Background: an optimization exercise with open tools, aiming at small area. Do not read the settings as production practice. Only simulation tests tie the RTL to the original design; equivalence was not proved. Power is estimated from default activity; no workload was simulated. No driver is modelled on the clock port, so clocking that relies on it looks cheaper here than on a real chip.

// operand_fetch
module operand_fetch #(
    parameter int DATA_WIDTH = 32,
    parameter int ADDR_WIDTH = 5
) (
    input  logic                  clk,
    input  logic                  rst_n,
    input  logic                  in_valid,
    output logic                  in_ready,
    input  logic [ADDR_WIDTH-1:0] rs1,
    input  logic [ADDR_WIDTH-1:0] rs2,
    input  logic [DATA_WIDTH-1:0] imm,
    input  logic                  ALUsrc,
    input  logic                  ALUctrl_in,
    input  logic                  flush,
    input  logic                  we,
    input  logic [ADDR_WIDTH-1:0] wad,
    input  logic [DATA_WIDTH-1:0] wd,
    output logic                  out_valid,
    input  logic                  out_ready,
    output logic [DATA_WIDTH-1:0] ALUop1,
    output logic [DATA_WIDTH-1:0] ALUop2,
    output logic                  ALUctrl,
    output logic [DATA_WIDTH-1:0] a0
);
For scale: ~2,300 cells after synthesis, ~190 I/O pins, about 42,000 um2 of cells after synthesis.
export LEC_CHECK = 0
export CAP_MARGIN = 20
export CORE_MARGIN = 2
export CORE_UTILIZATION = 70
export PLACE_DENSITY = 0.8
export SLEW_MARGIN = 20
export SYNTH_HIERARCHICAL = 1
export SYNTH_MINIMUM_KEEP_SIZE = 0
create_clock -name core_clock -period 5.0 [get_ports {clk}]
standard.sh (not shown) runs the stock make flow with config.mk's settings and CLKGATE_MAP_FILE= SYNTH_SCRIPT=/design/flow/synth_recipe.tcl, a recipe that flattens the netlist after the stock synthesis.
==> flow/flow/run.sh <==
#!/bin/bash
# Standard ORFS layout with a leaner clock tree (no dummy loads, clkbuf_16 leaf
# clusters of up to 30 sinks) and minimum-size port buffers.
set -euo pipefail
export BUFFER_PORTS_ARGS="-buffer_cell sky130_fd_sc_hd__buf_1"
export CTS_ARGS="-sink_clustering_enable -repair_clock_nets -dont_use_dummy_load -buf_list sky130_fd_sc_hd__clkbuf_16 -sink_clustering_size 30 -sink_clustering_max_diameter 95"
bash standard.sh > standard.log 2>&1
Edit:
==> flow/run.sh (new file) <==
#!/bin/bash
# synth_recipe.tcl (not shown) runs the flow's synth.tcl, then flattens the netlist and writes it again
# the make line also repeats each setting of config.mk as NAME=value (left out here)
make -C /OpenROAD-flow-scripts/flow DESIGN_CONFIG=/design/flow/config.mk WORK_HOME=/design/flow/orfs CLKGATE_MAP_FILE= SYNTH_SCRIPT=/design/flow/synth_recipe.tcl finish
CORE_UTILIZATION = 65   (was 70)
PLACE_DENSITY = 0.75   (was 0.8)
removed: flow/flow/run.sh
removed: flow/standard.sh
=> The new run produced a clean layout. Via count came out higher by about 0.56%. Die area came out higher by about 8%. Worst hold slack gets worse by 0.059 ns. Power came out higher by 27%. Clock-buffer cell count came out higher by 102. Worst setup slack gets worse by 0.21 ns. Cell area came out higher by 8.4%. Routed wire length came out higher by 2.2%.
Edit:
==> flow/flow/run.sh (new file) <==
#!/bin/bash
# Standard ORFS layout with a leaner clock tree (no dummy loads, clkbuf_16 leaf
# clusters of up to 24 sinks) and minimum-size port buffers.
set -euo pipefail
export BUFFER_PORTS_ARGS="-buffer_cell sky130_fd_sc_hd__buf_1"
export CTS_ARGS="-sink_clustering_enable -repair_clock_nets -dont_use_dummy_load -buf_list sky130_fd_sc_hd__clkbuf_16 -sink_clustering_size 24 -sink_clustering_max_diameter 80"
bash standard.sh > standard.log 2>&1
==> flow/standard.sh (new file) <==
#!/bin/bash
# synth_recipe.tcl (not shown) runs the flow's synth.tcl, then flattens the netlist and writes it again
# the make line also repeats each setting of config.mk as NAME=value (left out here)
make -C /OpenROAD-flow-scripts/flow DESIGN_CONFIG=/design/flow/config.mk WORK_HOME=/design/flow/orfs CLKGATE_MAP_FILE= SYNTH_SCRIPT=/design/flow/synth_recipe.tcl "${@:-finish}"
CORE_UTILIZATION = 55   (was 65)
PLACE_DENSITY = 0.7   (was 0.75)
removed: flow/run.sh
Wire length drops slightly. Non-clock buffer count went down by 12. Global-route usage fell by 7.5 points. Count of clock-buffer cells in the layout is lower by 92.
Edit:
==> flow/flow/run.sh (replaced) <==
#!/bin/bash
# Standard ORFS layout with a leaner clock tree (no dummy loads, clkbuf_16 leaf
# clusters of up to 28 sinks) and minimum-size port buffers.
set -euo pipefail
export BUFFER_PORTS_ARGS="-buffer_cell sky130_fd_sc_hd__buf_1"
export CTS_ARGS="-sink_clustering_enable -repair_clock_nets -dont_use_dummy_load -buf_list sky130_fd_sc_hd__clkbuf_16 -sink_clustering_size 28 -sink_clustering_max_diameter 90"
bash standard.sh > standard.log 2>&1
Result:
- total power drops by about 1.9%
- clock power goes down by 6.6%
- global-route usage hardly moves
- via count stays flat
- register-to-register slack is worse by 0.20 ns
- cell count hardly moves

## re-timing with driven ports
The flow's constraints put no driver on any port. The routed layouts listed below were extracted and timed again, unchanged, in two steps.
Step 1: set_driving_cell puts a clkbuf_16 on clk and a buf_2 on each other input, an assumption about the parent block.
Step 2 also shifts input and output timing later by t, the mid clock arrival at the registers, as if the neighbouring blocks saw the same clock.
Three values: ideal ports, drivers, drivers and shift; two values: the first two.
| run | t (ns) | setup WS [ns] | clock arrival spread, ns |
|---|---|---|---|
| the first run | 0.681 | 1.411 / 1.449 / 0.768 | 0.050 / 0.050 |
| the second run | 0.754 | 1.204 / 1.145 / 0.501 | 0.046 / 0.046 |
| the third run | 0.704 | 1.505 / 1.551 / 0.847 | 0.058 / 0.059 |
| the fourth run | 0.684 | 1.269 / 1.313 / 0.629 | 0.047 / 0.048 |
After both steps setup and hold are still met in every run listed. For the second run, which loses most, drivers alone change the setup slack by -0.059 ns; drivers and shift together by -0.703 ns.
